From an optimization exercise on the open Yosys and OpenROAD flow, aimed at small area and a short achievable clock period; shortcuts taken in it are not production practice.
RTL that was checked went through simulation tests only; none was proved equivalent to the original.
For run 2, only the layout was checked, not whether the RTL still works.
Power is estimated from default activity; no workload was simulated.

File: flow/constraint.sdc
create_clock -name core_clock -period 4.5 [get_ports {clk}]
set_input_delay 0.9000 -clock core_clock [delete_from_list [all_inputs] [get_ports {clk}]]
set_output_delay 0.9000 -clock core_clock [all_outputs]
set_load 0.01 [all_outputs]
File: flow/run.sh
#!/bin/bash
# synth_recipe.tcl (not shown) runs the flow's synth.tcl, then flattens the netlist and writes it again
# the make line also repeats each setting of config.mk as NAME=value (left out here)
make -C /OpenROAD-flow-scripts/flow DESIGN_CONFIG=/design/flow/config.mk WORK_HOME=/design/flow/orfs CLKGATE_MAP_FILE= SYNTH_SCRIPT=/design/flow/synth_recipe.tcl finish
File: flow/config.mk
export PLATFORM = sky130hd
export DESIGN_NAME = data_mem_responder
export DESIGN_NICKNAME = data_mem_responder
export VERILOG_FILES = /design/flow/design.v
export SDC_FILE = /design/flow/constraint.sdc
export NUM_CORES = 4
export LEC_CHECK = 0
export CAP_MARGIN = 20
export CORE_MARGIN = 2
export CORE_UTILIZATION = 40
export SLEW_MARGIN = 20
File: flow/design.v
module data_mem_responder #(
    parameter int DEPTH   = 64,
    parameter int LATENCY = 2
) (
    input  logic        clk,
    input  logic        reset,
    input  logic        req_valid,
    input  logic        DataMemRW,
    input  logic [31:0] addr,
    input  logic [31:0] wdata,
    output logic        req_ready,
    output logic        resp_valid,
    output logic [31:0] rdata,
    output logic        err
);
    localparam int          AW      = (DEPTH > 1) ? $clog2(DEPTH) : 1;
    localparam logic [3:0]  LAT     = LATENCY[3:0];
    localparam logic [31:0] DEPTH_W = DEPTH;
    generate
        if (LATENCY < 0 || LATENCY > 15) begin : g_bad_latency
            $error("data_mem_responder: LATENCY must be in 0..15");
        end
    endgenerate
    typedef enum logic [1:0] {
        IDLE = 2'd0,
        WAIT = 2'd1,
        RESP = 2'd2
    } state_t;
    state_t      state_reg, state_next;
    logic [3:0]  cnt_reg, cnt_next;
    logic        rw_reg;
    logic [31:0] addr_reg, wdata_reg;
    logic [31:0] rdata_reg;
    logic        err_reg;
    logic [31:0] mem [DEPTH];
    logic        accept;
    logic        commit;
    logic        cur_rw;
    logic [31:0] cur_addr, cur_wdata;
    logic [29:0] cur_idx;
    logic [AW-1:0] cur_ptr;
    logic        cur_err;
    assign accept = req_valid && (state_reg == IDLE);
    assign cur_rw    = (state_reg == IDLE) ? DataMemRW : rw_reg;
    assign cur_addr  = (state_reg == IDLE) ? addr      : addr_reg;
    assign cur_wdata = (state_reg == IDLE) ? wdata     : wdata_reg;
    assign cur_idx   = cur_addr[31:2];
    assign cur_ptr   = cur_idx[AW-1:0];
    assign cur_err   = (cur_addr[1:0] != 2'b00) || ({2'b00, cur_idx} >= DEPTH_W);
    always_comb begin
        state_next = state_reg;
        cnt_next   = cnt_reg;
        commit     = 1'b0;
        case (state_reg)
            IDLE: begin
                if (req_valid) begin
                    if (LAT == 4'd0) begin
                        state_next = RESP;
                        commit     = 1'b1;
                        cnt_next   = 4'd0;
                    end else begin
                        state_next = WAIT;
                        cnt_next   = LAT;
                    end
                end
            end
            WAIT: begin
                if (cnt_reg == 4'd1) begin
                    state_next = RESP;
                    commit     = 1'b1;
                    cnt_next   = 4'd0;
                end else begin
                    cnt_next = cnt_reg - 4'd1;
                end
            end
            RESP: begin
                state_next = IDLE;
            end
            default: begin
                state_next = IDLE;
                cnt_next   = 4'd0;
            end
        endcase
    end
    always_ff @(posedge clk or negedge reset) begin
        if (!reset) begin
            state_reg <= IDLE;
            cnt_reg   <= 4'd0;
            rw_reg    <= 1'b0;
            addr_reg  <= '0;
            wdata_reg <= '0;
            rdata_reg <= '0;
            err_reg   <= 1'b0;
        end else begin
            state_reg <= state_next;
            cnt_reg   <= cnt_next;
            if (accept) begin
                rw_reg    <= DataMemRW;
                addr_reg  <= addr;
                wdata_reg <= wdata;
            end
            if (commit) begin
                err_reg <= cur_err;
                if (cur_err || cur_rw) begin
                    rdata_reg <= '0;
                end else begin
                    rdata_reg <= mem[cur_ptr];
                end
                if (!cur_err && cur_rw) begin
                    mem[cur_ptr] <= cur_wdata;
                end
            end else if (state_reg == RESP) begin
                rdata_reg <= '0;
                err_reg   <= 1'b0;
            end
        end
    end
    assign req_ready  = (state_reg == IDLE);
    assign resp_valid = (state_reg == RESP);
    assign rdata      = rdata_reg;
    assign err        = err_reg;
endmodule
==> run notes, run 1 <==
Clock Tree Buf Depth=3; DRT antenna net count=0; die height=452 um; maxcap violations=0; Largest register FFs=2048; Avg Cell Area, Syn=17.4 um^2; post-DR vias/cell=6.66; hold path start=wdata_reg[6]; WL/cell=39.8 um; GRT Total Usage=0.306; status=complete, no violations; Vias=53000; WP data required=4.96 ns; area leader, netlist=edfxtp_1; number of synthesized register bits=2152; Finished Core Util=0.484; clock slew at reported path FFs=0.06 ns; Reg2Reg Depth=9; cell repeated most along the worst path=buf_4; worst-margin pin slew=1.07 ns; routability cong.=0.960; Crit path largest cell delay=0.71 ns; distinct cell type count after synthesis=76; peak supply drop=0.415 mV; Initial DRT Pass Iterations=6; Async SR Flop Fraction=0.0483; Hold WC Path Type=reg2reg; minimum clock period=4.13 ns; most frequent cells in the layout=edfxtp_1, a22oi_1, buf_4; clk_skew=0.0321 ns; first-pass GRT wire length=427 mm; boundary pin count=103; synth top area cells=edfxtp_1, a22oi_1, dfrtp_1; Reg-to-Reg Start=cnt_reg[1]; CP startpoint kind=flop; Nets=5183; Crit Path Category=reg2reg; CTS tree=yes; layout cell share with drive strength beyond 1=0.185; top cell type's share of synthesized area=0.765; Final Hold Vio Count=0; Clock Sink Count=2152; post-synthesis instance total=4631; Worst R2R Setup Slack=0.37 ns; Worst slew margin=0.286; Initial Utilization=0.403; RSZ-0062 raised after global routing=no; Die W=452 um; largest register by flop count=mem; WL final=317 mm; 1st-iter DRT viols=9546; setup TNS=0 ns; Cell Area, Synth=80400 um^2; sw power=0.0200 W; number of global-route vias before repair=49600; synth warn=2; Synthesized Nets=4701; Worst Slack Setup Final=0.370 ns; Sw Share=0.335; Slew Limit Fails=0; setup violation total in the final timing report=0; PostCTS Resize Cnt=0; Critical Path End Type=flop; area delta synth->final=20.2%; Hold Path End=wdata_reg[6]; Seq/Total Area, Yosys=0.797; number of synthesized flops with an enable pin=2048; post-route DRC violation count=0; Buffers on Ports=102; commonest non-fill, non-tap cell in the layout=edfxtp_1; die area=205000 um^2; Rows=164; Top FF cell, synth=edfxtp_1; internal power=0.0398 W; GR Overflow Total=0; Crit-path slowest cell=buf_4; antenna violations before repair=14; Power Density=620 nW/um^2; Fmax=242 MHz; Fin Hold WS=0.473 ns; root buffer cell=clkbuf_16; H-tree depth=4; Seq pwr share=0.432; clock latency (worst-skew pair)=0.86 ns; crit path cell chain=inv_1 > ha_1 > nor3b_1 > nand2_1 > nor4_2 > nand3_4 > buf_4 > nor4_4 > buf_4; leakage=31.4 nW; Worst Path Arrival=4.59 ns; CP Max Fanout=24; part of the power in combinational logic=0.268; reg2reg end=mem[33][20]; Clock power frac=0.300; hold path cells=2; fin crit share=0.918; detailed-placement wirelength estimate=197 mm; pre-CTS WS=-0.0334 ns; largest net degree at the start of global routing=66; Core Region=200000 um^2; cts bufs inserted=212
==> critical path: cells and delay by family, from the launching register on <==
| kind | cells | cell delay, ns |
|---|---|---|
| buf+inv | 3 | 1.13 |
| flops | 1 | 0.39 |
| fa+ha+maj | 1 | 0.14 |
| simple gates | 5 | 2.05 |
==> repair_timing <==
action,CTS,global route
setup endpoints to repair,0,0
hold buffers,1,0
endpoints found under the hold margin,23,0
buffers inserted,0,0
==> per-stage QoR <==
step | cell area, um^2 | cells | total power (W)
after detailed placement | 89500 | 7553 | 0.0419
final | 96600 | 7959 | 0.0599
after CTS | 96600 | 7954 | 0.0594
after global routing | 96600 | 7956 | 0.0612
after floorplan | 80600 | 4631 | 0.0336
after global placement | 89500 | 7552 | 0.0416
==> layer usage <==
layer / GRT usage / share of wire
met2: 0.456 / 0.43
met3: 0.0862 / 0.14
met5: 0 / 0.00027
met1: 0.399 / 0.35
met4: 0.180 / 0.073
==> cells by family (layout without fill, tap and decap cells) <==
kind of cell,count (synthesis),count (layout),share of synthesized area
simple gates,942,942,0.0636
xor+xnor,1,1,0.000109
compound gates,1188,1188,0.115
other cells,0,4,0
mux,33,33,0.00462
flops,2152,2152,0.797
fa+ha+maj,2,2,0.000311
buf+inv,313,981,0.0186
==> worst max-delay path by stage <==
stage                    start       endpoint  slack, ns
detailed placement     addr[2]  rdata_reg[27]      -0.03
CTS                 cnt_reg[1]    mem[33][20]       0.42
global placement       addr[2]  rdata_reg[27]      -0.02
floorplan              addr[6]     mem[10][0]      -0.85
global route        cnt_reg[1]     mem[33][8]       0.26
finish              cnt_reg[1]    mem[33][20]       0.37
==> cell type report <==
type	instances	area, um^2
multi-input cells	2166	15800
repair buffers	568	6270
diodes	4	10.0
fillers	16400	103000
well taps	2656	3320
flip-flops and latches	2152	64100
clock inverters	122	1240
inverters	13	48.8
clock buffers	278	5790
==> synthesized netlist by cell type (8+ instances only) <==
cell	number
a21oi_1	12
nor3_2	24
o21ai_0	36
dfrtp_1	104
buf_1	35
a2bb2oi_1	45
a221o_1	18
o31a_1	31
buf_4	23
a222oi_1	33
and4_1	41
and3_1	9
nand4_1	216
nand2_1	326
a221oi_1	64
clkbuf_1	98
inv_1	13
nor2_1	82
a22o_1	88
nand3_1	56
nand2b_1	9
buf_2	136
o22ai_1	94
o2111a_1	9
buf_6	8
o2bb2ai_1	24
o2111ai_1	15
nor4_1	34
nor2b_1	11
nor3_1	71
a22oi_1	650
mux2_2	33
edfxtp_1	2048
a2111oi_0	10
or4_1	30
==> power by group through the flow <==
stage	clock network, W	logic, W	registers, W
global placement	0	0.0154	0.0263
floorplan	0	0.00738	0.0262
CTS	0.0180	0.0156	0.0259
detailed placement	0	0.0156	0.0263
finish	0.0179	0.0161	0.0259
global route	0.0188	0.0165	0.0259
==> run 2: changes to the inputs <==
==> flow/design.v (replaced) <==
module data_mem_responder #(
    parameter int DEPTH   = 64,
    parameter int LATENCY = 2
) (
    input  logic        clk,
    input  logic        reset,
    input  logic        req_valid,
    input  logic        DataMemRW,
    input  logic [31:0] addr,
    input  logic [31:0] wdata,
    output logic        req_ready,
    output logic        resp_valid,
    output logic [31:0] rdata,
    output logic        err
);
    logic        ready_q, b1, b2, rv;
    logic        accept;
    logic [5:0]  idx_q;
    logic        ld_q, st_q, bad_q;
    logic [31:0] wd_q;
    logic [31:0] rdata_q;
    logic        err_q;
    logic [31:0] mem [64];
    logic [63:0] rsel;
    logic [31:0] rd_word;
    always_comb begin
        rd_word = '0;
        for (int w = 0; w < 64; w++) begin
            rsel[w] = b2 && ld_q && (idx_q == w[5:0]);
            rd_word = rd_word | (mem[w] & {32{rsel[w]}});
        end
    end
    logic        bad_in;
    assign bad_in = (addr[1:0] != 2'b00) || (addr[31:8] != 24'd0);
    assign accept = ready_q && req_valid;
    always_ff @(posedge clk or negedge reset) begin
        if (!reset) begin
            ready_q <= 1'b1;
            b1      <= 1'b0;
            b2      <= 1'b0;
            rv      <= 1'b0;
            rdata_q <= '0;
            err_q   <= 1'b0;
        end else begin
            ready_q <= !(accept || b1 || b2);
            b1      <= accept;
            b2      <= b1;
            rv      <= b2;
            err_q   <= b2 && bad_q;
            rdata_q <= rd_word;
        end
    end
    always_ff @(posedge clk) begin
        if (ready_q) begin
            idx_q <= addr[7:2];
            ld_q  <= !DataMemRW && !bad_in;
            st_q  <= DataMemRW && !bad_in;
            bad_q <= bad_in;
            wd_q  <= wdata;
        end
    end
    always_ff @(posedge clk) begin
        if (b2 && st_q) mem[idx_q] <= wd_q;
    end
    assign req_ready  = ready_q;
    assign resp_valid = rv;
    assign rdata      = rdata_q;
    assign err        = err_q;
endmodule
==> run notes, run 2 <==
die height=446 um; most common cell in the netlist=edfxtp_1; clock slew at reported path FFs=0.06 ns; WP data required=5.16 ns; Synthesized Nets=4390; Clock Sink Count=2126; WL/cell=34.7 um; maxcap violations=0; post-route DRC violation count=0; root buffer cell=clkbuf_16; Nets=4627; PostCTS Resize Cnt=0; Fin Hold WS=0.337 ns; die area=199000 um^2; crit path cell chain=buf_4 > or3b_2 > o22ai_1 > a21oi_1 > nor2_1 > nor4_1 > o211ai_1; Slew Limit Fails=0; CP Max Fanout=32; GRT Total Usage=0.251; Core Region=195000 um^2; CTS tree=yes; clock latency (worst-skew pair)=0.87 ns; Worst slew margin=0.197; clk_skew=0.0421 ns; Rows=162; worst-margin pin slew=1.19 ns; commonest non-fill, non-tap cell in the layout=edfxtp_1; number of global-route vias before repair=42600; RSZ-0062 raised after global routing=no; post-synthesis instance total=4322; first-pass GRT wire length=347 mm; Post-synth top cells=edfxtp_1, a22oi_1, clkbuf_1; Largest register FFs=2048; Worst R2R Setup Slack=0.60 ns; Reg2Reg Depth=7; CP delay by family, top=simple AND/OR/NAND/NOR gates; peak supply drop=0.454 mV; post-DR vias/cell=6.23; setup violation total in the final timing report=0; Worst Path Arrival=4.56 ns; Avg Cell Area, Syn=18.1 um^2; Cell Area, Synth=78100 um^2; top cell type's share of synthesized area=0.803; 1st-iter DRT viols=7871; WL final=253 mm; Initial Utilization=0.401; CP startpoint kind=flop; area delta synth->final=16.0%; number of synthesized flops with an enable pin=2089; DRT antenna net count=0; Fmax=257 MHz; Crit Path Category=reg2reg; detailed-placement wirelength estimate=149 mm; setup TNS=0 ns; leakage=27.9 nW; Reg-to-Reg Start=idx_q[0]; pre-CTS WS=0.765 ns; Async SR Flop Fraction=0.0174; reg2reg end=rdata_q[8]; minimum clock period=3.90 ns; Die W=446 um; Buffers on Ports=102; area leader, netlist=edfxtp_1; Critical Path End Type=flop; Top FF cell, synth=edfxtp_1; cts bufs inserted=208; largest net degree at the start of global routing=68; routability cong.=0.977; distinct cell type count after synthesis=57; Initial DRT Pass Iterations=6; Seq/Total Area, Yosys=0.815; layout cell share with drive strength beyond 1=0.144; Vias=45400; fin crit share=0.866; Crit path largest cell delay=0.88 ns; Clock Tree Buf Depth=3; Bufs and invs on worst path=1; synth warn=1; boundary pin count=103; most frequent cells in the layout=edfxtp_1, a22oi_1, clkbuf_16, buf_4, nand2_1; Hold WC Path Type=in2async; status=complete, no violations; biggest regs=mem: 2048 flops, rdata_q: 32 flops, wd_q: 32 flops; FILL cells=16300; Final Hold Vio Count=0; GR Overflow Total=0; Power Density=494 nW/um^2; H-tree depth=4; Crit-path slowest cell=edfxtp_1; Worst Slack Setup Final=0.603 ns; antenna violations before repair=24; synth top area cells=edfxtp_1, a22oi_1, mux2i_1; number of synthesized register bits=2126; largest register by flop count=mem
run 2: cell count changes after synthesis, moves of 79 or more:
cell / change
mux2i_1: +94
a22oi_1: +99
nand4_1: -116
clkbuf_1: +119
a21oi_1: +79
nand2_1: -217
buf_2: -80
run 2: cell type report:
cell class / count / area [um^2] / share of cell area
Sequential cell: 2126 / 63700 / 0.703
Multi-Input combinational cell: 1880 / 13800 / 0.153
Clock buffer: 261 / 5510 / 0.0608
Tap cell: 2542 / 3180 / 0.0351
Timing Repair Buffer: 335 / 3050 / 0.0337
Clock inverter: 129 / 1300 / 0.0144
Inverter: 8 / 30.0 / 0.000332
Antenna cell: 4 / 10.0 / 0.000111
run 2: cell families (layout without fill, tap and decap cells):
family	after synthesis	in the layout	synth area share
other	0	4	0
AOI/OAI and AO/OA	1211	1211	0.115
DFF	2126	2126	0.815
muxes	126	126	0.0167
buffers and inverters	316	733	0.0171
and+or+nand+nor	543	543	0.0362
run 2: routing by layer:
metal  global-route usage  up-vias  wire, um
li1                     -    18600         -
met2                0.371     2991    111000
met4               0.0958       22     11100
met3               0.0724      464     32200
met5                    0        -       149
met1                0.350    23300     98200
run 2: power breakdown:
part,internal (W),total (W),switching (W),leakage [nW]
sequential,0.0228,0.0230,0.000199,19.3
clock,0.00986,0.0174,0.00758,3.34
combinational,0.000981,0.00434,0.00336,5.26
total,0.0336,0.0448,0.0111,27.9
run 2: worst max-delay path by stage:
stage	start	endpoint	slack [ns]	depth (start not counted)
final	idx_q[0]	rdata_q[8]	0.60	7
after global routing	idx_q[1]	rdata_q[4]	0.67	8
after CTS	idx_q[1]	rdata_q[4]	0.77	8
after detailed placement	idx_q[1]	rdata_q[4]	0.77	8
after global placement	idx_q[1]	rdata_q[4]	0.1	7
after floorplan	idx_q[2]	mem[34][0]	0.77	7
run 2: worst register-to-register path: cells and delay by family, from the launching register on:
family	cells	cell delay, ns
AOI/OAI and AO/OA	3	1.22
DFF	1	0.88
and+or+nand+nor	3	1.32
buffers and inverters	1	0.30
run 2: what timing repair did:
item                                   in CTS  in global routing
hold buffers                                1                  0
endpoints found under the hold margin       1                  0
setup buffers                               0                  0
run 2: per-stage QoR:
step | instance area [um^2] | total power (W) | utilization | std cells
2_1_floorplan | 78100 | 0.0253 | - | 4322
4_1_cts | 90600 | 0.0449 | 0.465 | 7281
6_report | 90600 | 0.0448 | 0.466 | 7285
3_3_place_gp | 83700 | 0.0276 | 0.430 | 6886
3_5_place_dp | 83800 | 0.0277 | 0.430 | 6890
5_1_grt | 90600 | 0.0458 | 0.465 | 7281
==> run 3: changes to the inputs <==
--- a/flow/design.v
+++ b/flow/design.v
@@ -18,21 +18,22 @@
     logic [5:0]  idx_q;
     logic        ld_q, st_q, bad_q;
     logic [31:0] wd_q;
+    logic [63:0] sel_q;
     logic [31:0] rdata_q;
     logic        err_q;
     logic [31:0] mem [64];
-    logic [63:0] rsel;
+    logic        bad_in;
+    assign bad_in = (addr[1:0] != 2'b00) || (addr[31:8] != 24'd0);
+    assign accept = ready_q && req_valid;
+    logic        rd_go, wr_go;
+    assign rd_go = b2 && ld_q;
+    assign wr_go = b2 && st_q;
     logic [31:0] rd_word;
     always_comb begin
         rd_word = '0;
-        for (int w = 0; w < 64; w++) begin
-            rsel[w] = b2 && ld_q && (idx_q == w[5:0]);
-            rd_word = rd_word | (mem[w] & {32{rsel[w]}});
-        end
+        for (int w = 0; w < 64; w++)
+            rd_word = rd_word | (mem[w] & {32{sel_q[w]}});
     end
-    logic        bad_in;
-    assign bad_in = (addr[1:0] != 2'b00) || (addr[31:8] != 24'd0);
-    assign accept = ready_q && req_valid;
     always_ff @(posedge clk or negedge reset) begin
         if (!reset) begin
             ready_q <= 1'b1;
@@ -47,7 +48,7 @@
             b2      <= b1;
             rv      <= b2;
             err_q   <= b2 && bad_q;
-            rdata_q <= rd_word;
+            rdata_q <= rd_go ? rd_word : 32'd0;
         end
     end
     always_ff @(posedge clk) begin
@@ -60,7 +61,12 @@
         end
     end
     always_ff @(posedge clk) begin
-        if (b2 && st_q) mem[idx_q] <= wd_q;
+        for (int w = 0; w < 64; w++)
+            sel_q[w] <= (idx_q == w[5:0]);
+    end
+    always_ff @(posedge clk) begin
+        for (int w = 0; w < 64; w++)
+            if (wr_go && sel_q[w]) mem[w] <= wd_q;
     end
     assign req_ready  = ready_q;
     assign resp_valid = rv;
--- a/flow/config.mk
+++ b/flow/config.mk
@@ -8,4 +8,5 @@
 export CAP_MARGIN = 20
 export CORE_MARGIN = 2
 export CORE_UTILIZATION = 40
+export SETUP_SLACK_MARGIN = 2.0
 export SLEW_MARGIN = 20
==> run notes, run 3 <==
detailed-placement wirelength estimate=139 mm; Buffers on Ports=102; Clock Tree Buf Depth=3; boundary pin count=103; clk_skew=0.0203 ns; commonest non-fill, non-tap cell in the layout=edfxtp_1; Crit Path Category=reg2reg; fin cells=6886; clock slew at reported path FFs=0.07 ns; Clock power frac=0.396; post-route DRC violation count=0; DRT antenna net count=0; RSZ-0062 raised after global routing=yes; Metal-1 WL=91.3 mm; Post-synth top cells=edfxtp_1, a22oi_1, a22o_1; Fmax=390 MHz; Synthesized Nets=4021; Largest register FFs=2048; clock latency (worst-skew pair)=0.85 ns; dpl cells=6474; most frequent cells in the layout=edfxtp_1, a22oi_1, a22o_1; top cell type's share of synthesized area=0.809; die area=197000 um^2; Power Density=509 nW/um^2; routability cong.=0.879; number of synthesized flops with an enable pin=2089; setup violation total in the final timing report=0; Avg Cell Area, Syn=19.6 um^2; die height=444 um; Sw Share=0.242; largest register by flop count=mem; area delta synth->final=15.5%; distinct cell type count after synthesis=26; synth warn=2; antenna violations before repair=19; worst-margin pin slew=1.19 ns; Critical Path End Type=flop; first-pass GRT wire length=320 mm; Async SR Flop Fraction=0.0169; post-DR vias/cell=6.13; 1st-iter DRT viols=6511; Slew Limit Fails=0; largest net degree at the start of global routing=65; number of global-route vias before repair=39800; Seq pwr share=0.520; Seq/Total Area, Yosys=0.838; Power Total=0.0456 W; CTS tree=yes; Die W=444 um; biggest regs=mem: 2048 flops, sel_q: 64 flops; maxcap violations=0; WL final=232 mm; CP Max Fanout=17; Initial DRT Pass Iterations=6; peak supply drop=0.424 mV; root buffer cell=clkbuf_16; internal power=0.0346 W; status=complete, no violations; leakage=28.2 nW; sw power=0.0111 W; Worst Path Arrival=3.22 ns; DR WL met3=21.4 mm; FILL cells=16000; Hold WC Path Type=in2async; Clock Sink Count=2190; post-synthesis instance total=3953; GR Overflow Total=0; layout cell share with drive strength beyond 1=0.174; uppermost routed layer=met5; H-tree depth=4; Rows=161; setup TNS=0 ns; GRT Total Usage=0.230; WP data required=5.16 ns; Worst slew margin=0.205; cts bufs inserted=215; Core Region=193000 um^2; Vias=42200; Cell Area, Synth=77500 um^2; Hold-fix buffers, CTS=0; number of synthesized register bits=2190; metal2 WL=108 mm; area leader, netlist=edfxtp_1; most common cell in the netlist=edfxtp_1; CP startpoint kind=flop; part of the power in combinational logic=0.084; Top FF cell, synth=edfxtp_1; fin crit share=0.569; Final Hold Vio Count=0; Nets=4242; minimum clock period=2.56 ns; Initial Utilization=0.403; synth top area cells=edfxtp_1, a22oi_1, a22o_1; WL/cell=33.6 um
[run 3: repair_timing]
| action | 4_1_cts | 5_1_grt |
|---|---|---|
| gates cloned | 0 | 0 |
| hold endpoints to repair | 0 | 0 |
| endpoints found under the setup margin | 828 | 22 |
| pin swaps | 20 | 8 |
| buffers inserted | 6 | 0 |
| gates resized for setup | 258 | 27 |
[run 3: stage by stage]
| step | setup WS (ns) | area [um^2] | util | hold WS [ns] |
|---|---|---|---|---|
| after floorplan | 2.43 | 77500 | - | 0.355 |
| after global placement | 0.825 | 81800 | 0.425 | 0.365 |
| after detailed placement | 1.24 | 81800 | 0.425 | 0.366 |
| after CTS | 1.85 | 89300 | 0.464 | 0.0339 |
| after global routing | 1.92 | 89500 | 0.465 | 0.0574 |
| final | 1.94 | 89500 | 0.465 | 0.0709 |
[run 3: cell type report]
| cell class | instances | area (um^2) | area share |
|---|---|---|---|
| Timing Repair Buffer | 284 | 2390 | 0.0267 |
| Antenna cell | 3 | 7.51 | 0.0000838 |
| Multi-Input combinational cell | 1482 | 11900 | 0.132 |
| Sequential cell | 2190 | 65000 | 0.726 |
| Clock buffer | 266 | 5640 | 0.0629 |
| Clock inverter | 134 | 1450 | 0.0162 |
| Inverter | 1 | 3.75 | 0.0000419 |
| Tap cell | 2526 | 3160 | 0.0353 |
[run 3: worst paths after layout]
path / from / endpoint / slack (ns) / depth (start not counted)
worst max-delay path: sel_q[6] / rdata_q[30] / 1.94 / 5
worst min-delay path: reset / rdata_q[30] / 0.07 / 1
worst max register to register: sel_q[6] / rdata_q[30] / 1.94 / 5
worst min register to register: b1 / b2 / 0.39 / 0
max in group asynchronous: reset / rdata_q[19] / 3.50 / 2
min in group core_clock: b1 / b2 / 0.39 / 0
[run 3: cells by family after synthesis]
| kind of cell | synth area share |
|---|---|
| AO/OA/AOI/OAI | 0.115 |
| buffers and inverters | 0.0172 |
| AND/OR/NAND/NOR | 0.0301 |
| flip-flops | 0.838 |
[run 3: power by group through the flow]
stage / combinational [W] / clock, W / sequential [W]
after global routing: 0.00393 / 0.0190 / 0.0237
final: 0.00383 / 0.0181 / 0.0237
after floorplan: 0.000923 / 0 / 0.0244
after global placement: 0.00351 / 0 / 0.0242
after detailed placement: 0.00362 / 0 / 0.0242
after CTS: 0.00375 / 0.0182 / 0.0237
[run 3: critical path, cell delays in order, from the launching register on]
cell and delay [ns]:
dfxtp_1 0.86, buf_4 0.32, a22oi_1 0.15, nand4_1 0.30, nor3_1 0.12, a21oi_1 0.62
[run 3: metal layers]
metal,vias up,track usage
met3,372,0.0417
met5,-,0
li1,17300,-
met2,2371,0.358
met1,22100,0.321
met4,6,0.0960
==> run 4: changes to the inputs <==
--- a/flow/design.v
+++ b/flow/design.v
@@ -14,6 +14,7 @@
     output logic        err
 );
     logic        ready_q, b1, b2, rv;
+    logic        busy_q;
     logic        accept;
     logic [5:0]  idx_q;
     logic        ld_q, st_q, bad_q;
@@ -24,7 +25,7 @@
     logic [31:0] mem [64];
     logic        bad_in;
     assign bad_in = (addr[1:0] != 2'b00) || (addr[31:8] != 24'd0);
-    assign accept = ready_q && req_valid;
+    assign accept = !busy_q && req_valid;
     logic        rd_go, wr_go;
     assign rd_go = b2 && ld_q;
     assign wr_go = b2 && st_q;
@@ -37,6 +38,7 @@
     always_ff @(posedge clk or negedge reset) begin
         if (!reset) begin
             ready_q <= 1'b1;
+            busy_q  <= 1'b0;
             b1      <= 1'b0;
             b2      <= 1'b0;
             rv      <= 1'b0;
@@ -44,6 +46,7 @@
             err_q   <= 1'b0;
         end else begin
             ready_q <= !(accept || b1 || b2);
+            busy_q  <= accept || b1 || b2;
             b1      <= accept;
             b2      <= b1;
             rv      <= b2;
@@ -52,7 +55,7 @@
         end
     end
     always_ff @(posedge clk) begin
-        if (ready_q) begin
+        if (!busy_q) begin
             idx_q <= addr[7:2];
             ld_q  <= !DataMemRW && !bad_in;
             st_q  <= DataMemRW && !bad_in;
--- a/flow/config.mk
+++ b/flow/config.mk
@@ -7,6 +7,8 @@
 export LEC_CHECK = 0
 export CAP_MARGIN = 20
 export CORE_MARGIN = 2
-export CORE_UTILIZATION = 40
-export SETUP_SLACK_MARGIN = 2.0
+export CORE_UTILIZATION = 65
+export CTS_CLUSTER_DIAMETER = 80
+export CTS_CLUSTER_SIZE = 25
+export SETUP_SLACK_MARGIN = 2.2
 export SLEW_MARGIN = 20
==> run notes, run 4 <==
metal2 WL=101 mm; clock latency (worst-skew pair)=0.75 ns; layout cell share with drive strength beyond 1=0.137; post-DR vias/cell=7.33; Largest register FFs=2048; clk_skew=0.0271 ns; Crit path largest cell delay=0.48 ns; area delta synth->final=9.48%; most frequent cells in the layout=edfxtp_1, a22oi_1, a22o_1; status=complete, no violations; Buffers on Ports=102; Initial DRT Pass Iterations=6; Crit Path Category=reg2reg; post-route DRC violation count=0; Metal-1 WL=79.0 mm; minimum clock period=2.37 ns; routability cong.=0.968; GRT Total Usage=0.352; number of synthesized flops with an enable pin=2089; Rows=126; antenna violations before repair=13; die area=122000 um^2; detailed-placement wirelength estimate=129 mm; WL/cell=37.4 um; Initial Utilization=0.656; crit path cell chain=buf_6 > a221oi_2 > nand4_1 > nor3_4 > a21oi_4; largest register by flop count=mem; number of global-route vias before repair=39600; Vias=42000; Worst Path Arrival=2.94 ns; top cell type's share of synthesized area=0.810; synth top area cells=edfxtp_1, a22oi_1, a22o_1; Top FF cell, synth=edfxtp_1; biggest regs=mem: 2048 flops, sel_q: 64 flops; CTS tree=yes; maxcap violations=0; DR WL met3=22.9 mm; GR Overflow Total=0; area leader, netlist=edfxtp_1; root buffer cell=clkbuf_16; CP Max Fanout=22; area taken by multi-input logic gates=12000 um^2; Avg Cell Area, Syn=19.6 um^2; Fmax=422 MHz; WP data required=5.07 ns; Worst slew margin=0.235; Clock Sink Count=2191; distinct cell type count after synthesis=28; Hold WC Path Type=reg2reg; number of synthesized register bits=2191; CP delay by family, top=simple AND/OR/NAND/NOR gates; Clock Tree Buf Depth=3; Bufs and invs on worst path=1; peak supply drop=0.473 mV; Cell Area, Synth=77500 um^2; Sequential cell area=65100 um^2; fin crit share=0.526; setup violation total in the final timing report=0; worst-margin pin slew=1.15 ns; Post-synth top cells=edfxtp_1, a22oi_1, a22o_1; Fin Hold WS=0.386 ns; largest net degree at the start of global routing=65; H-tree depth=3; Nets=4177; die height=349 um; Slew Limit Fails=0; Crit-path slowest cell=dfxtp_2; boundary pin count=103; uppermost routed layer=met5; Synthesized Nets=4024; setup TNS=0 ns; leakage=26.5 nW; DRT antenna net count=0; Final Hold Vio Count=0; Die W=349 um; Core Region=118000 um^2; Power Density=448 nW/um^2; 1st-iter DRT viols=6845; most common cell in the netlist=edfxtp_1; Critical Path End Type=flop; WL final=215 mm; Seq/Total Area, Yosys=0.838; first-pass GRT wire length=298 mm; Async SR Flop Fraction=0.0173; clock slew at reported path FFs=0.10 ns; FILL cells=7019; cts bufs inserted=98; RSZ-0062 raised after global routing=yes; commonest non-fill, non-tap cell in the layout=edfxtp_1; CP startpoint kind=flop; synth warn=2; post-synthesis instance total=3956
[run 4: per-stage QoR]
step	cell area, um^2	instances	total power (W)	utilization	worst slack (ns)
2_1_floorplan	77500	3956	0.0254	-	2.36
3_3_place_gp	80600	5520	0.0275	0.683	0.823
3_5_place_dp	80700	5522	0.0276	0.683	1.33
4_1_cts	84600	5730	0.0379	0.717	2.17
5_1_grt	84800	5730	0.0387	0.718	2.09
6_report	84800	5733	0.0380	0.718	2.13
[run 4: worst reg2reg max path: stages, from the launching register on]
cell	delay (ns)
dfxtp_2	0.48
buf_6	0.27
a221oi_2	0.36
nand4_1	0.46
nor3_4	0.46
a21oi_4	0.17
[run 4: area by class of cell]
cell class                      instances  area share
Antenna cell                            3   0.0000885
Multi-Input combinational cell       1482       0.142
Inverter                                3    0.000133
Tap cell                             1536      0.0227
Timing Repair Buffer                  333      0.0330
Clock buffer                          180      0.0344
Sequential cell                      2191       0.767
Clock inverter                          5     0.00106
[run 4: worst paths after layout]
check	cells past startpoint	startpoint	to	slack, ns
worst max-delay path	5	sel_q[23]	rdata_q[23]	2.13
worst min-delay path	0	b1	b2	0.39
worst max register to register	5	sel_q[23]	rdata_q[23]	2.13
worst min register to register	0	b1	b2	0.39
max in group asynchronous	3	reset	rdata_q[24]	3.42
min in group asynchronous	2	reset	rdata_q[26]	0.53
[run 4: logic make-up after synthesis]
group,synth area share
flip-flops,0.838
AO/OA/AOI/OAI,0.113
AND/OR/NAND/NOR,0.0301
buffers and inverters,0.0180
[run 4: report_power, final]
part	internal, W	switching (W)
clock network	0.00455	0.00598
logic	0.000818	0.00299
registers	0.0234	0.000272
total	0.0287	0.00925
[run 4: what timing repair did]
action,4_1_cts,5_1_grt
endpoints found under the setup margin,1914,364
pin swaps,46,26
endpoints found under the hold margin,8,0
buffers inserted,22,0
hold buffers,1,0
gates resized for setup,316,38
[run 4: metal layers]
layer  vias up  global-route usage
met5         -                   0
met4        10               0.161
met3       426              0.0541
met2      2855               0.548
met1     21700               0.503
li1      17100                   -
==> run 5: changes to the inputs <==
--- a/flow/design.v
+++ b/flow/design.v
@@ -13,27 +13,32 @@
     output logic [31:0] rdata,
     output logic        err
 );
-    logic        ready_q, b1, b2, rv;
-    logic        busy_q;
+    logic        ready_q, busy_q, b1, b2, rv;
     logic        accept;
     logic [5:0]  idx_q;
     logic        ld_q, st_q, bad_q;
     logic [31:0] wd_q;
     logic [63:0] sel_q;
+    logic [5:0]  cur_idx;
+    logic [31:0] rd_lo_q;
+    logic [31:0] rd_lo, rd_hi;
     logic [31:0] rdata_q;
     logic        err_q;
     logic [31:0] mem [64];
     logic        bad_in;
-    assign bad_in = (addr[1:0] != 2'b00) || (addr[31:8] != 24'd0);
-    assign accept = !busy_q && req_valid;
+    assign bad_in  = (addr[1:0] != 2'b00) || (addr[31:8] != 24'd0);
+    assign accept  = !busy_q && req_valid;
+    assign cur_idx = busy_q ? idx_q : addr[7:2];
     logic        rd_go, wr_go;
     assign rd_go = b2 && ld_q;
     assign wr_go = b2 && st_q;
-    logic [31:0] rd_word;
     always_comb begin
-        rd_word = '0;
-        for (int w = 0; w < 64; w++)
-            rd_word = rd_word | (mem[w] & {32{sel_q[w]}});
+        rd_lo = '0;
+        rd_hi = '0;
+        for (int w = 0; w < 32; w++) begin
+            rd_lo = rd_lo | (mem[w]      & {32{sel_q[w]}});
+            rd_hi = rd_hi | (mem[w + 32] & {32{sel_q[w + 32]}});
+        end
     end
     always_ff @(posedge clk or negedge reset) begin
         if (!reset) begin
@@ -51,7 +56,7 @@
             b2      <= b1;
             rv      <= b2;
             err_q   <= b2 && bad_q;
-            rdata_q <= rd_go ? rd_word : 32'd0;
+            rdata_q <= rd_go ? (rd_lo_q | rd_hi) : 32'd0;
         end
     end
     always_ff @(posedge clk) begin
@@ -65,7 +70,8 @@
     end
     always_ff @(posedge clk) begin
         for (int w = 0; w < 64; w++)
-            sel_q[w] <= (idx_q == w[5:0]);
+            sel_q[w] <= (cur_idx == w[5:0]);
+        rd_lo_q <= rd_lo;
     end
     always_ff @(posedge clk) begin
         for (int w = 0; w < 64; w++)
==> run notes, run 5 <==
CP Max Fanout=18; Avg Cell Area, Syn=18.9 um^2; minimum clock period=2.41 ns; Seq pwr share=0.614; Largest register FFs=2048; CP delay by family, top=simple AND/OR/NAND/NOR gates; fin cells=5889; distinct cell type count after synthesis=33; Hold WC Path Type=in2async; part of the power in combinational logic=0.116; number of synthesized flops with an enable pin=2083; Sw Share=0.264; die height=351 um; leakage=25.8 nW; antenna violations before repair=17; number of synthesized register bits=2223; Synth Area in Adders=0; Crit-path slowest cell=dfxtp_2; post-DR vias/cell=7.58; Initial DRT Pass Iterations=9; H-tree depth=3; commonest non-fill, non-tap cell in the layout=edfxtp_1; Async SR Flop Fraction=0.0171; Top FF cell, synth=edfxtp_1; area leader, netlist=edfxtp_1; Slew Limit Fails=0; Crit Path Category=reg2reg; Die W=351 um; Fmax=415 MHz; GRT Total Usage=0.405; biggest regs=mem: 2048 flops, sel_q: 64 flops; Synthesized Nets=4203; first-pass GRT wire length=337 mm; largest family of logic cells by synthesized area=compound AO/OA/AOI/OAI gates; top cell type's share of synthesized area=0.798; CTS tree=yes; Hold-fix buffers, CTS=0; Post-Synth XOR/XNOR Area=0; setup TNS=0 ns; complex-gate fraction of the synthesized area=0.103; setup violation total in the final timing report=0; Final Hold Vio Count=0; Fin Hold WS=0.120 ns; post-route DRC violation count=0; number of global-route vias before repair=41800; Clock Tree Buf Depth=3; synth top area cells=edfxtp_1, a22oi_1, dfxtp_1; boundary pin count=103; Post-synth top cells=edfxtp_1, a22oi_1, nand4_1; layout cell share with drive strength beyond 1=0.101; Cell Area, Synth=78400 um^2; Nets=4256; Worst Path Arrival=2.99 ns; most frequent cells in the layout=edfxtp_1, a22oi_1, nand4_1; Post-Synth Simple-Gate Area=0.0379; largest register by flop count=mem; status=complete, no violations; fin crit share=0.535; Buffers on Ports=102; Bufs and invs on worst path=1; FILL cells=7533; post-synthesis instance total=4135; Clock power frac=0.270; RSZ-0062 raised after global routing=no; worst-margin pin slew=1.16 ns; cts bufs inserted=101; Clock Sink Count=2223; CP startpoint kind=flop; Core Region=120000 um^2; Initial Utilization=0.654; Rows=127; Seq/Total Area, Yosys=0.836; Worst slew margin=0.229; largest net degree at the start of global routing=65; Vias=44600; crit path cell chain=buf_4 > a22oi_1 > nand4_1 > nor2_1 > a31oi_1; root buffer cell=clkbuf_16; WL/cell=42.3 um; WL final=249 mm; clk_skew=0.0338 ns; Power Total=0.0399 W; Crit path largest cell delay=0.50 ns; synth warn=2; routability cong.=0.926; internal power=0.0294 W; Critical Path End Type=flop; WP data required=5.08 ns; clock latency (worst-skew pair)=0.75 ns; peak supply drop=0.376 mV; detailed-placement wirelength estimate=143 mm; GR Overflow Total=0; die area=123000 um^2; most common cell in the netlist=edfxtp_1; Power Density=474 nW/um^2; area delta synth->final=7.42%; Sequential cell area=65700 um^2; 1st-iter DRT viols=8458; area taken by multi-input logic gates=11400 um^2; mux contribution to synthesized area=0.000255; dpl cells=5690; DRT antenna net count=0; sw power=0.0105 W; maxcap violations=0; clock slew at reported path FFs=0.10 ns
==> run 5: cell types whose count changed after synthesis, moves of 38 or more <==
cell / before / now
a22oi_1: 448 / 941
a22o_1: 288 / 0
a221oi_1: 252 / 0
nand2_1: 11 / 89
buf_6: 37 / 78
clkbuf_1: 199 / 161
dfxtp_1: 64 / 102
==> run 5: stage by stage <==
| stage | setup WS [ns] | area [um^2] | utilization |
|---|---|---|---|
| after CTS | 2.18 | 84100 | 0.702 |
| after detailed placement | 1.71 | 80800 | 0.675 |
| after global routing | 2.20 | 84200 | 0.702 |
| after global placement | 1.80 | 80700 | 0.674 |
| final | 2.09 | 84200 | 0.703 |
| after floorplan | 2.43 | 78400 | - |
==> run 5: cells by family (layout without fill, tap and decap cells) <==
kind of cell / Yosys count / count (layout)
flip-flops: 2223 / 2223
AND/OR/NAND/NOR: 556 / 558
multiplexers: 2 / 2
AO/OA/AOI/OAI: 1066 / 1066
other: 0 / 5
buffers and inverters: 288 / 423
==> run 5: final timing paths <==
check	from	slack, ns	to	depth (start not counted)
worst min register to register	b1	0.44	b2	0
worst max register to register	sel_q[44]	2.09	rdata_q[18]	5
min in group core_clock	b1	0.44	b2	0
max in group asynchronous	reset	3.52	b2	2
worst max-delay path	sel_q[44]	2.09	rdata_q[18]	5
worst min-delay path	reset	0.12	rdata_q[24]	1
==> run 5: final cells by class <==
cell class	count	share of cell area
diodes	5	0.000149
clock buffers	178	0.0347
clock inverters	9	0.00169
inverters	9	0.000401
multi-input cells	1626	0.136
flip-flops and latches	2223	0.780
well taps	1612	0.0240
repair buffers	227	0.0232
==> run 5: repair_timing <==
item,4_1_cts,5_1_grt
cloned,2,0
buffers inserted,1,3
pin swaps,5,4
resized for setup,161,26
setup endpoints to repair,1559,282
==> run 5: power groups by stage <==
stage | clock network (W) | logic, W | registers [W]
after detailed placement | 0 | 0.00437 | 0.0250
after global placement | 0 | 0.00428 | 0.0249
final | 0.0108 | 0.00463 | 0.0245
after global routing | 0.0114 | 0.00468 | 0.0245
after CTS | 0.0107 | 0.00439 | 0.0245
after floorplan | 0 | 0.00170 | 0.0249
==> run 5: routing by layer <==
metal,up-vias,share of wire,track usage
met5,-,0.00031,0
met4,10,0.070,0.227
met3,706,0.13,0.0804
met2,3978,0.46,0.620
met1,22700,0.34,0.555
li1,17200,-,-
==> run 6: changes to the inputs <==
--- a/flow/design.v
+++ b/flow/design.v
@@ -32,14 +32,21 @@
     logic        rd_go, wr_go;
     assign rd_go = b2 && ld_q;
     assign wr_go = b2 && st_q;
-    always_comb begin
-        rd_lo = '0;
-        rd_hi = '0;
-        for (int w = 0; w < 32; w++) begin
-            rd_lo = rd_lo | (mem[w]      & {32{sel_q[w]}});
-            rd_hi = rd_hi | (mem[w + 32] & {32{sel_q[w + 32]}});
+    logic [31:0] rd_lo_n, rd_hi_n;
+    genvar gb;
+    generate
+        for (gb = 0; gb < 32; gb++) begin : g_rbit
+            logic [31:0] lo_bits, hi_bits;
+            for (genvar w = 0; w < 32; w++) begin : g_w
+                assign lo_bits[w] = mem[w][gb];
+                assign hi_bits[w] = mem[w + 32][gb];
+            end
+            dmr_half u_lo (.sel(sel_q[31:0]),  .d(lo_bits), .y_n(rd_lo_n[gb]));
+            dmr_half u_hi (.sel(sel_q[63:32]), .d(hi_bits), .y_n(rd_hi_n[gb]));
         end
-    end
+    endgenerate
+    assign rd_lo = ~rd_lo_n;
+    assign rd_hi = ~rd_hi_n;
     always_ff @(posedge clk or negedge reset) begin
         if (!reset) begin
             ready_q <= 1'b1;
@@ -82,3 +89,56 @@
     assign rdata      = rdata_q;
     assign err        = err_q;
 endmodule
+module dmr_half (
+    input  logic [31:0] sel,
+    input  logic [31:0] d,
+    output logic        y_n
+);
+    logic [10:0] n;
+    logic [2:0]  p;
+    genvar g;
+    generate
+        for (g = 0; g < 10; g++) begin : g_grp
+            dmr_aoi222 u_g (
+                .a0(sel[3*g]),   .b0(d[3*g]),
+                .a1(sel[3*g+1]), .b1(d[3*g+1]),
+                .a2(sel[3*g+2]), .b2(d[3*g+2]),
+                .y(n[g]));
+        end
+    endgenerate
+    dmr_aoi22 u_30 (.a0(sel[30]), .b0(d[30]), .a1(sel[31]), .b1(d[31]), .y(n[10]));
+    dmr_nand4 u_p0 (.a(n[0]), .b(n[1]), .c(n[2]), .d(n[3]), .y(p[0]));
+    dmr_nand4 u_p1 (.a(n[4]), .b(n[5]), .c(n[6]), .d(n[7]), .y(p[1]));
+    dmr_nand3 u_p2 (.a(n[8]), .b(n[9]), .c(n[10]), .y(p[2]));
+    dmr_nor3  u_o  (.a(p[0]), .b(p[1]), .c(p[2]), .y(y_n));
+endmodule
+module dmr_aoi222 (
+    input  logic a0, b0, a1, b1, a2, b2,
+    output logic y
+);
+    assign y = !((a0 && b0) || (a1 && b1) || (a2 && b2));
+endmodule
+module dmr_aoi22 (
+    input  logic a0, b0, a1, b1,
+    output logic y
+);
+    assign y = !((a0 && b0) || (a1 && b1));
+endmodule
+module dmr_nand4 (
+    input  logic a, b, c, d,
+    output logic y
+);
+    assign y = !(a && b && c && d);
+endmodule
+module dmr_nand3 (
+    input  logic a, b, c,
+    output logic y
+);
+    assign y = !(a && b && c);
+endmodule
+module dmr_nor3 (
+    input  logic a, b, c,
+    output logic y
+);
+    assign y = !(a || b || c);
+endmodule
--- a/flow/config.mk
+++ b/flow/config.mk
@@ -12,3 +12,5 @@
 export CTS_CLUSTER_SIZE = 25
 export SETUP_SLACK_MARGIN = 2.2
 export SLEW_MARGIN = 20
+export SYNTH_HIERARCHICAL = 1
+export SYNTH_MINIMUM_KEEP_SIZE = 0
==> run notes, run 6 <==
maxcap violations=0; Worst Path Arrival=3.21 ns; Post-synth top cells=edfxtp_1, a222oi_1, nand4_1; clk_skew=0.0266 ns; fin crit share=0.576; antenna violations before repair=16; WL final=219 mm; RSZ-0062 raised after global routing=yes; DRT antenna net count=0; synth warn=8; area leader, netlist=edfxtp_1; Cell Area, Synth=76200 um^2; Finished Core Util=0.726; layout cell share with drive strength beyond 1=0.155; Critical Path End Type=flop; post-route DRC violation count=0; Initial DRT Pass Iterations=11; Largest register FFs=2048; die area=120000 um^2; commonest non-fill, non-tap cell in the layout=edfxtp_1; Clock Sink Count=2223; WP data required=5.12 ns; synth top area cells=edfxtp_1, a222oi_1, dfxtp_1; Hold WC Path Type=in2async; Worst R2R Setup Slack=1.91 ns; first-pass GRT wire length=302 mm; most common cell in the netlist=edfxtp_1; CP Max Fanout=6; Power Total=0.0403 W; Fmax=386 MHz; Final Hold Vio Count=0; minimum clock period=2.59 ns; Die W=346 um; top cell type's share of synthesized area=0.821; Reg2Reg Depth=5; distinct cell type count after synthesis=32; post-synthesis instance total=3494; Clock Tree Buf Depth=3; CTS tree=yes; Top FF cell, synth=edfxtp_1; setup violation total in the final timing report=0; Nets=3942; largest net degree at the start of global routing=65; status=complete, no violations; Buffers on Ports=102; peak supply drop=0.462 mV; GR Overflow Total=0; fin cells=5485; dpl cells=5237; Reg-to-Reg Start=sel_q[3]; 1st-iter DRT viols=10000; Crit Path Category=reg2reg; detailed-placement wirelength estimate=132 mm; WL/cell=39.9 um; largest register by flop count=mem; Initial Utilization=0.655; most frequent cells in the layout=edfxtp_1, a222oi_1, buf_4; H-tree depth=3; Slew Limit Fails=0; Avg Cell Area, Syn=21.8 um^2; worst-margin pin slew=1.33 ns; Rows=125; setup TNS=0 ns; Worst slew margin=0.111; Power Density=478 nW/um^2; number of synthesized register bits=2223; clock slew at reported path FFs=0.10 ns; Vias=41800; Async SR Flop Fraction=0.0171; Seq/Total Area, Yosys=0.861; die height=346 um; leakage=26.4 nW; biggest regs=mem: 2048 flops, sel_q: 64 flops; root buffer cell=clkbuf_16; cts bufs inserted=100; Core Region=116000 um^2; boundary pin count=103; number of global-route vias before repair=39400; post-DR vias/cell=7.63; Fin Hold WS=0.356 ns; reg2reg end=rd_lo_q[29]; CP startpoint kind=flop; area delta synth->final=10.7%; clock latency (worst-skew pair)=0.73 ns; Synthesized Nets=3562; number of synthesized flops with an enable pin=2083; FILL cells=6791; GRT Total Usage=0.363; routability cong.=0.908
==> run 6: cell families after synthesis <==
logic type / Yosys count / synth area share
flops: 2223 / 0.861
buf+inv: 93 / 0.00514
mux: 6 / 0.000903
compound gates: 752 / 0.0983
simple gates: 420 / 0.0351
==> run 6: modules after synthesis, one instance, submodules excluded, a selection <==
module              cells  area, um^2
data_mem_responder   2534       67200
dmr_aoi22               1        12.5
dmr_aoi222              1        10.0
dmr_nor3                1        10.0
dmr_nand4               1        6.26
dmr_nand3               1        5.00
==> run 6: critical path, stage by stage, from the launching register on <==
cell,delay (ns)
dfxtp_2,0.35
buf_12,0.13
a222oi_1,1.01
nand4_1,0.67
nor3_2,0.26
inv_1,0.07
==> run 6: metrics by stage <==
step | area, um^2 | setup slack, ns
detailed placement | 80100 | 1.44
global route | 84300 | 2.04
floorplan | 76200 | 2.36
CTS | 84100 | 2.06
global placement | 80000 | 1.32
finish | 84300 | 1.91
==> run 6: final cells by class <==
| cell class | count | area, um^2 | area share |
|---|---|---|---|
| flip-flops and latches | 2223 | 65700 | 0.779 |
| multi-input cells | 1182 | 10600 | 0.126 |
| repair buffers | 298 | 2940 | 0.0348 |
| clock buffers | 180 | 2880 | 0.0341 |
| well taps | 1524 | 1910 | 0.0226 |
| inverters | 69 | 259 | 0.00307 |
| clock inverters | 6 | 73.8 | 0.000875 |
| diodes | 3 | 7.51 | 0.0000890 |
==> run 6: worst max-delay path by stage <==
| stage | cells after the start | endpoint | slack (ns) | start |
|---|---|---|---|---|
| after global placement | 4 | sel_q[36] | 1.32 | addr[4] |
| after CTS | 5 | rdata_q[31] | 2.06 | sel_q[47] |
| after detailed placement | 4 | sel_q[6] | 1.44 | addr[4] |
| after global routing | 6 | rdata_q[5] | 2.04 | sel_q[41] |
| after floorplan | 1 | mem[30][0] | 2.36 | sel_q[30] |
| final | 5 | rd_lo_q[29] | 1.91 | sel_q[3] |
==> run 6: per-layer routing <==
metal | track usage | share of wire
met4 | 0.118 | 0.035
met2 | 0.559 | 0.46
met1 | 0.526 | 0.36
met5 | 0 | 0.000096
met3 | 0.0839 | 0.14
==> run 6: where the power goes <==
group | total (W) | switching (W) | internal, W
registers | 0.0243 | 0.000449 | 0.0238
clock network | 0.0104 | 0.00604 | 0.00439
logic | 0.00560 | 0.00426 | 0.00134
==> run 6: what timing repair did <==
item,4_1_cts,5_1_grt
gates resized for setup,300,36
setup endpoints to repair,2049,44
setup buffers,35,4
cloned,15,0
hold buffers,0,0
pin swaps,130,67
==> run 7: changes to the inputs <==
--- a/flow/design.v
+++ b/flow/design.v
@@ -32,21 +32,25 @@
     logic        rd_go, wr_go;
     assign rd_go = b2 && ld_q;
     assign wr_go = b2 && st_q;
-    logic [31:0] rd_lo_n, rd_hi_n;
+    logic [2:0] lo_p [32];
+    logic [2:0] hi_p [32];
     genvar gb;
     generate
         for (gb = 0; gb < 32; gb++) begin : g_rbit
-            logic [31:0] lo_bits, hi_bits;
-            for (genvar w = 0; w < 32; w++) begin : g_w
+            logic [30:0] lo_bits;
+            logic [32:0] hi_bits;
+            for (genvar w = 0; w < 31; w++) begin : g_lo
                 assign lo_bits[w] = mem[w][gb];
-                assign hi_bits[w] = mem[w + 32][gb];
             end
-            dmr_half u_lo (.sel(sel_q[31:0]),  .d(lo_bits), .y_n(rd_lo_n[gb]));
-            dmr_half u_hi (.sel(sel_q[63:32]), .d(hi_bits), .y_n(rd_hi_n[gb]));
+            for (genvar w = 0; w < 33; w++) begin : g_hi
+                assign hi_bits[w] = mem[w + 31][gb];
+            end
+            dmr_half31 u_lo (.sel(sel_q[30:0]),  .d(lo_bits), .p(lo_p[gb]));
+            dmr_half33 u_hi (.sel(sel_q[63:31]), .d(hi_bits), .p(hi_p[gb]));
+            assign rd_lo[gb] = |lo_p[gb];
+            assign rd_hi[gb] = |hi_p[gb];
         end
     endgenerate
-    assign rd_lo = ~rd_lo_n;
-    assign rd_hi = ~rd_hi_n;
     always_ff @(posedge clk or negedge reset) begin
         if (!reset) begin
             ready_q <= 1'b1;
@@ -89,13 +93,12 @@
     assign rdata      = rdata_q;
     assign err        = err_q;
 endmodule
-module dmr_half (
-    input  logic [31:0] sel,
-    input  logic [31:0] d,
-    output logic        y_n
+module dmr_half31 (
+    input  logic [30:0] sel,
+    input  logic [30:0] d,
+    output logic [2:0]  p
 );
-    logic [10:0] n;
-    logic [2:0]  p;
+    logic [10:0] n;    
     genvar g;
     generate
         for (g = 0; g < 10; g++) begin : g_grp
@@ -106,11 +109,35 @@
                 .y(n[g]));
         end
     endgenerate
-    dmr_aoi22 u_30 (.a0(sel[30]), .b0(d[30]), .a1(sel[31]), .b1(d[31]), .y(n[10]));
+    dmr_nand2 u_g10 (.a(sel[30]), .b(d[30]), .y(n[10]));
     dmr_nand4 u_p0 (.a(n[0]), .b(n[1]), .c(n[2]), .d(n[3]), .y(p[0]));
     dmr_nand4 u_p1 (.a(n[4]), .b(n[5]), .c(n[6]), .d(n[7]), .y(p[1]));
     dmr_nand3 u_p2 (.a(n[8]), .b(n[9]), .c(n[10]), .y(p[2]));
-    dmr_nor3  u_o  (.a(p[0]), .b(p[1]), .c(p[2]), .y(y_n));
+endmodule
+module dmr_half33 (
+    input  logic [32:0] sel,
+    input  logic [32:0] d,
+    output logic [2:0]  p
+);
+    logic [10:0] n;    
+    genvar g;
+    generate
+        for (g = 0; g < 10; g++) begin : g_grp
+            dmr_aoi222 u_g (
+                .a0(sel[3*g]),   .b0(d[3*g]),
+                .a1(sel[3*g+1]), .b1(d[3*g+1]),
+                .a2(sel[3*g+2]), .b2(d[3*g+2]),
+                .y(n[g]));
+        end
+    endgenerate
+    dmr_aoi222 u_g10 (
+        .a0(sel[30]), .b0(d[30]),
+        .a1(sel[31]), .b1(d[31]),
+        .a2(sel[32]), .b2(d[32]),
+        .y(n[10]));
+    dmr_nand4 u_p0 (.a(n[0]), .b(n[1]), .c(n[2]), .d(n[3]), .y(p[0]));
+    dmr_nand4 u_p1 (.a(n[4]), .b(n[5]), .c(n[6]), .d(n[7]), .y(p[1]));
+    dmr_nand3 u_p2 (.a(n[8]), .b(n[9]), .c(n[10]), .y(p[2]));
 endmodule
 module dmr_aoi222 (
     input  logic a0, b0, a1, b1, a2, b2,
@@ -118,11 +145,11 @@
 );
     assign y = !((a0 && b0) || (a1 && b1) || (a2 && b2));
 endmodule
-module dmr_aoi22 (
-    input  logic a0, b0, a1, b1,
+module dmr_nand2 (
+    input  logic a, b,
     output logic y
 );
-    assign y = !((a0 && b0) || (a1 && b1));
+    assign y = !(a && b);
 endmodule
 module dmr_nand4 (
     input  logic a, b, c, d,
@@ -136,9 +163,3 @@
 );
     assign y = !(a && b && c);
 endmodule
-module dmr_nor3 (
-    input  logic a, b, c,
-    output logic y
-);
-    assign y = !(a || b || c);
-endmodule
==> run notes, run 7 <==
setup violation total in the final timing report=0; critical path depth in cells=1; Seq pwr share=0.623; crit path cell chain=buf_6; WP data required=3.60 ns; routability cong.=0.912; biggest regs=mem: 2048 flops, sel_q: 64 flops; top cell type's share of synthesized area=0.831; post-route DRC violation count=0; Crit Path Category=reg2out; WL final=198 mm; number of global-route vias before repair=37900; 1st-iter DRT viols=9281; largest net degree at the start of global routing=65; clock slew at reported path FFs=0.10 ns; synth top area cells=edfxtp_1, a222oi_1, dfxtp_1; maxcap violations=0; Clock Sink Count=2223; Reg2Reg Depth=2; number of synthesized register bits=2223; Clock power frac=0.263; worst-margin pin slew=1.09 ns; CP startpoint kind=flop; Die W=344 um; Async SR Flop Fraction=0.0171; Vias=40100; internal power=0.0293 W; GR Overflow Total=0; area delta synth->final=9.31%; antenna violations before repair=13; commonest non-fill, non-tap cell in the layout=edfxtp_1; Sw Share=0.253; number of synthesized flops with an enable pin=2083; Slew Limit Fails=0; Final Hold Vio Count=0; Nets=3794; cts bufs inserted=98; Synthesized Nets=3498; Buffers on Ports=102; Worst R2R Setup Slack=2.15 ns; setup TNS=0 ns; Critical Path End Type=output pin; reg2reg end=mem[9][25]; distinct cell type count after synthesis=31; Hold WC Path Type=in2async; Reg-to-Reg Start=b2; synth warn=11; root buffer cell=clkbuf_16; Cell Area, Synth=75300 um^2; detailed-placement wirelength estimate=115 mm; CP delay by family, top=flip-flops; Bufs and invs on worst path=1; Post-synth top cells=edfxtp_1, a222oi_1, nand4_1; fin crit share=0.538; Power Density=476 nW/um^2; Seq/Total Area, Yosys=0.871; minimum clock period=2.42 ns; CP Launch Point=ready_q; Top FF cell, synth=edfxtp_1; DRT antenna net count=0; GRT Total Usage=0.335; boundary pin count=103; Crit path largest cell delay=0.65 ns; Avg Cell Area, Syn=21.9 um^2; layout cell share with drive strength beyond 1=0.0965; largest register by flop count=mem; clock latency (worst-skew pair)=0.74 ns; Initial DRT Pass Iterations=10; status=complete, no violations; peak supply drop=0.323 mV; CP Max Fanout=1; post-synthesis instance total=3430; Power Total=0.0392 W; Rows=124; sw power=0.00990 W; CTS tree=yes; most common cell in the netlist=edfxtp_1; die area=119000 um^2; worst setup path endpoint=req_ready; first-pass GRT wire length=277 mm; Clock Tree Buf Depth=3; post-DR vias/cell=7.54; Fmax=413 MHz; most frequent cells in the layout=edfxtp_1, a222oi_1, nand4_1; part of the power in combinational logic=0.114; WL/cell=37.3 um; die height=344 um; Initial Utilization=0.657; Worst slew margin=0.271; Core Region=115000 um^2; clk_skew=0.0283 ns; Worst Path Arrival=1.52 ns; Crit-path slowest cell=dfstp_2; leakage=25.5 nW; RSZ-0062 raised after global routing=yes; area leader, netlist=edfxtp_1; Largest register FFs=2048; H-tree depth=3
run 7: changes by cell type after synthesis:
cell and delta:
a21oi_1 -32, a222oi_1 +32, a22oi_2 -64, inv_1 -64, nand2_1 +32, nor2_1 +32, nor3_2 -64, nor3b_2 -1
nor3b_4 +1, nor4_1 +32, or3_1 +32
run 7: cells by family (layout without fill, tap and decap cells):
group | count (synthesis) | in the layout | synth area share
and+or+nand+nor | 484 | 484 | 0.0356
DFF | 2223 | 2223 | 0.871
muxes | 6 | 6 | 0.000914
buffers and inverters | 29 | 402 | 0.00201
AOI/OAI and AO/OA | 688 | 688 | 0.0909
other | 0 | 3 | 0
run 7: what timing repair did:
item	in CTS	in global routing
endpoints found under the setup margin	1736	905
setup buffers	1	1
gates resized for setup	164	40
pin swaps	13	7
hold buffers	0	0
run 7: power by group through the flow:
| stage | clock network, W | logic [W] | registers (W) |
|---|---|---|---|
| global route | 0.0111 | 0.00458 | 0.0244 |
| floorplan | 0 | 0.00136 | 0.0251 |
| global placement | 0 | 0.00412 | 0.0249 |
| CTS | 0.0104 | 0.00432 | 0.0244 |
| detailed placement | 0 | 0.00428 | 0.0249 |
| finish | 0.0103 | 0.00447 | 0.0244 |
run 7: area by class of cell:
class / count / area [um^2]
flip-flops and latches: 2223 / 65600
fillers: 6655 / 32400
multi-input cells: 1178 / 9960
clock buffers: 176 / 2890
repair buffers: 220 / 1930
well taps: 1512 / 1890
inverters: 5 / 18.8
diodes: 3 / 7.51
clock inverters: 1 / 3.75
run 7: per-module statistics from Yosys, one instance, submodules excluded, a selection:
| module | copies in the design | flip-flops and latches | cells inside | area (um^2) |
|---|---|---|---|---|
| dmr_nand3 | 64 | 0 | 1 | 5.00 |
| dmr_aoi222 | 672 | 0 | 1 | 10.0 |
| data_mem_responder | 1 | 2223 | 2534 | 67300 |
| dmr_nand2 | 32 | 0 | 1 | 3.75 |
| dmr_nand4 | 128 | 0 | 1 | 6.26 |
run 7: how the worst min path moves through the flow:
| stage | from | to | cells after the start |
|---|---|---|---|
| after global routing | reset | rdata_q[14] | 1 |
| final | reset | rdata_q[14] | 1 |
| after detailed placement | b1 | b2 | 0 |
| after global placement | b1 | b2 | 0 |
| after CTS | reset | rdata_q[14] | 1 |
| after floorplan | b1 | b2 | 0 |
run 7: worst register-to-register path, stage by stage, from the launching register on:
cell	delay (ns)
dfrtp_4	0.76
buf_12	0.33
and3_2	0.86
run 7: per-stage QoR:
step	hold slack, ns	area, um^2	instances	setup slack (ns)	util
after global placement	0.355	79000	5129	1.19	0.689
after floorplan	0.348	75300	3430	2.36	-
after detailed placement	0.368	79100	5133	1.39	0.690
after global routing	0.218	82300	5315	2.05	0.718
after CTS	0.194	82100	5311	2.07	0.716
final	0.200	82300	5318	2.08	0.718
run 7: routing by layer:
layer / vias to the layer above / share of wire / global-route usage
met2: 2825 / 0.48 / 0.534
li1: 16300 / - / -
met1: 20600 / 0.36 / 0.481
met5: - / 0.000055 / 0
met3: 276 / 0.12 / 0.0526
met4: 2 / 0.039 / 0.118
==> run 8: changes to the inputs <==
--- a/flow/config.mk
+++ b/flow/config.mk
@@ -10,7 +10,7 @@
 export CORE_UTILIZATION = 65
 export CTS_CLUSTER_DIAMETER = 80
 export CTS_CLUSTER_SIZE = 25
-export SETUP_SLACK_MARGIN = 2.2
+export SETUP_SLACK_MARGIN = 2.4
 export SLEW_MARGIN = 20
 export SYNTH_HIERARCHICAL = 1
 export SYNTH_MINIMUM_KEEP_SIZE = 0
==> run notes, run 8 <==
Seq pwr share=0.619; Cell Area, Synth=75300 um^2; Die W=344 um; Clock power frac=0.262; Initial Utilization=0.657; post-DR vias/cell=7.48; setup TNS=0 ns; antenna violations before repair=12; Buffers on Ports=102; root buffer cell=clkbuf_16; Slew Limit Fails=0; Critical Path End Type=output pin; area taken by multi-input logic gates=10100 um^2; Crit-path slowest cell=dfstp_2; fin crit share=0.509; Clock Tree Buf Depth=3; Initial DRT Pass Iterations=10; peak supply drop=0.393 mV; commonest non-fill, non-tap cell in the layout=edfxtp_1; Bufs and invs on worst path=1; most frequent cells in the layout=edfxtp_1, a222oi_1, nand4_1; Crit Path Category=reg2out; largest net degree at the start of global routing=69; H-tree depth=3; Avg Cell Area, Syn=21.9 um^2; crit path cell chain=buf_6; 1st-iter DRT viols=8239; Core Region=115000 um^2; minimum clock period=2.29 ns; Final Hold Vio Count=0; Sequential cell area=65600 um^2; clock latency (worst-skew pair)=0.72 ns; post-synthesis instance total=3430; Post-synth top cells=edfxtp_1, a222oi_1, nand4_1; maxcap violations=0; WP data required=3.60 ns; Top FF cell, synth=edfxtp_1; DRT antenna net count=0; setup violation total in the final timing report=0; sw power=0.00995 W; routability cong.=0.885; CTS tree=yes; CP delay by family, top=flip-flops; largest register by flop count=mem; internal power=0.0294 W; WL final=196 mm; Fmax=437 MHz; distinct cell type count after synthesis=31; GRT Total Usage=0.328; layout cell share with drive strength beyond 1=0.117; Worst slew margin=0.247; Largest register FFs=2048; Vias=40100; cts bufs inserted=99; part of the power in combinational logic=0.119; Hold WC Path Type=in2async; detailed-placement wirelength estimate=113 mm; CP startpoint kind=flop; GR Overflow Total=0; Power Density=474 nW/um^2; top cell type's share of synthesized area=0.831; post-route DRC violation count=0; Synthesized Nets=3498; Async SR Flop Fraction=0.0171; worst-margin pin slew=1.13 ns; Sw Share=0.253; Hold-fix buffers, CTS=0; most common cell in the netlist=edfxtp_1; CP Max Fanout=1; Power Total=0.0394 W; clk_skew=0.0242 ns; clock slew at reported path FFs=0.10 ns; number of global-route vias before repair=37800; area leader, netlist=edfxtp_1; status=complete, no violations; die height=344 um; leakage=25.7 nW; Worst Path Arrival=1.39 ns; first-pass GRT wire length=272 mm; Nets=3822; Seq/Total Area, Yosys=0.871; area delta synth->final=10.2%; die area=119000 um^2; RSZ-0062 raised after global routing=yes; WL/cell=36.6 um; synth top area cells=edfxtp_1, a222oi_1, dfxtp_1; Clock Sink Count=2223; number of synthesized register bits=2223; biggest regs=mem: 2048 flops, sel_q: 64 flops; synth warn=11; FILL cells=6630; number of synthesized flops with an enable pin=2083; Crit path largest cell delay=0.54 ns; boundary pin count=103; Rows=124
==> run 8: power groups by stage <==
stage | Sequential, W | Clock (W) | Combinational (W)
3_5_place_dp | 0.0248 | 0 | 0.00428
5_1_grt | 0.0244 | 0.0110 | 0.00480
2_1_floorplan | 0.0251 | 0 | 0.00136
3_3_place_gp | 0.0248 | 0 | 0.00414
4_1_cts | 0.0244 | 0.0104 | 0.00439
6_report | 0.0244 | 0.0103 | 0.00466
==> run 8: cells by family (layout without fill, tap and decap cells) <==
group / count (synthesis) / in the layout / share of synthesized area
DFF: 2223 / 2223 / 0.871
muxes: 6 / 6 / 0.000914
buffers and inverters: 29 / 438 / 0.00201
other: 0 / 6 / 0
and+or+nand+nor: 484 / 484 / 0.0356
AOI/OAI and AO/OA: 688 / 688 / 0.0909
==> run 8: path summary, 6_finish.rpt <==
path                            from         end  slack, ns  depth (start not counted)
setup / recovery             ready_q   req_ready       2.21                          1
hold / removal                 reset  rdata_q[0]       0.06                          1
setup reg to reg           sel_q[52]  rdata_q[5]       2.32                          5
hold reg to reg                   b1          b2       0.40                          0
max in group asynchronous      reset          b2       3.51                          2
min in group core_clock           b1          b2       0.40                          0
==> run 8: layout make-up <==
cell class | count | area share
inverter | 5 | 0.000226
clock buffer | 183 | 0.0347
clock inverter | 3 | 0.000543
timing repair buffer | 247 | 0.0279
tap | 1512 | 0.0228
sequential | 2223 | 0.791
antenna | 6 | 0.000181
multi-input combinational | 1178 | 0.122
==> run 8: layer usage <==
metal	GRT usage	routed length, um
met4	0.129	8360
met2	0.517	93300
met3	0.0531	23500
met1	0.470	70900
met5	0	26
==> run 8: what timing repair did <==
item / CTS / global route
setup endpoints to repair: 2237 / 2164
hold endpoints to repair: 0 / 0
setup buffers: 4 / 26
pin swaps: 64 / 62
gates cloned: 0 / 3
gates resized for setup: 291 / 62
==> run 8: stage by stage <==
stage               area [um^2]  cells   util  hold slack (ns)  setup WS [ns]
floorplan                 75400   3430      -            0.348           2.48
global placement          79000   5130  0.689            0.354           1.45
detailed placement        79000   5131  0.689            0.367           1.55
CTS                       82300   5321  0.718           0.0163           2.10
global route              82900   5351  0.723           0.0390           2.15
finish                    82900   5357  0.723           0.0561           2.21
==> run 8: modules after synthesis (local to each module, per instance), excerpt <==
| module | flip-flops and latches | copies in the design |
|---|---|---|
| dmr_aoi222 | 0 | 672 |
| dmr_nand4 | 0 | 128 |
| dmr_nand2 | 0 | 32 |
| data_mem_responder | 2223 | 1 |
| dmr_nand3 | 0 | 64 |

## static timing again, ports no longer ideal
The results above use ideal ports. As a check the final layouts listed here were re-extracted and re-timed, cells and wires unchanged.
Step 1 sets driving cells, clkbuf_16 on the clock port and buf_2 on the other inputs (assumed; they add their load-dependent delay and slew).
Step 2, shift: input delay + t, output delay - t, t = (earliest + latest rising clock arrival at the registers) / 2. This alone moves slack from input paths to output paths.
a / b / c = no drivers / after step 1 / after step 2; a / b = the first two.
run | t (ns) | setup slack, ns | worst setup path after step 2
run 1 | 0.930 | 0.370 / 0.370 / -0.223 | input to register
run 2 | 0.938 | 0.603 / 0.603 / 0.603 | register to register
run 3 | 0.913 | 1.938 / 1.938 / 1.938 | register to register
run 4 | 0.811 | 2.132 / 2.100 / 2.132 | register to register
run 5 | 0.808 | 2.092 / 2.092 / 1.514 | input to register
run 6 | 0.798 | 1.907 / 1.907 / 1.370 | input to register
run 7 | 0.802 | 2.079 / 2.003 / 1.539 | input to register
run 8 | 0.784 | 2.210 / 2.140 / 1.551 | input to register
With both steps, setup timing fails in run 1, where it was met with ideal ports. For run 8, which loses most, drivers alone change the setup slack by -0.070 ns; drivers and shift together by -0.659 ns.
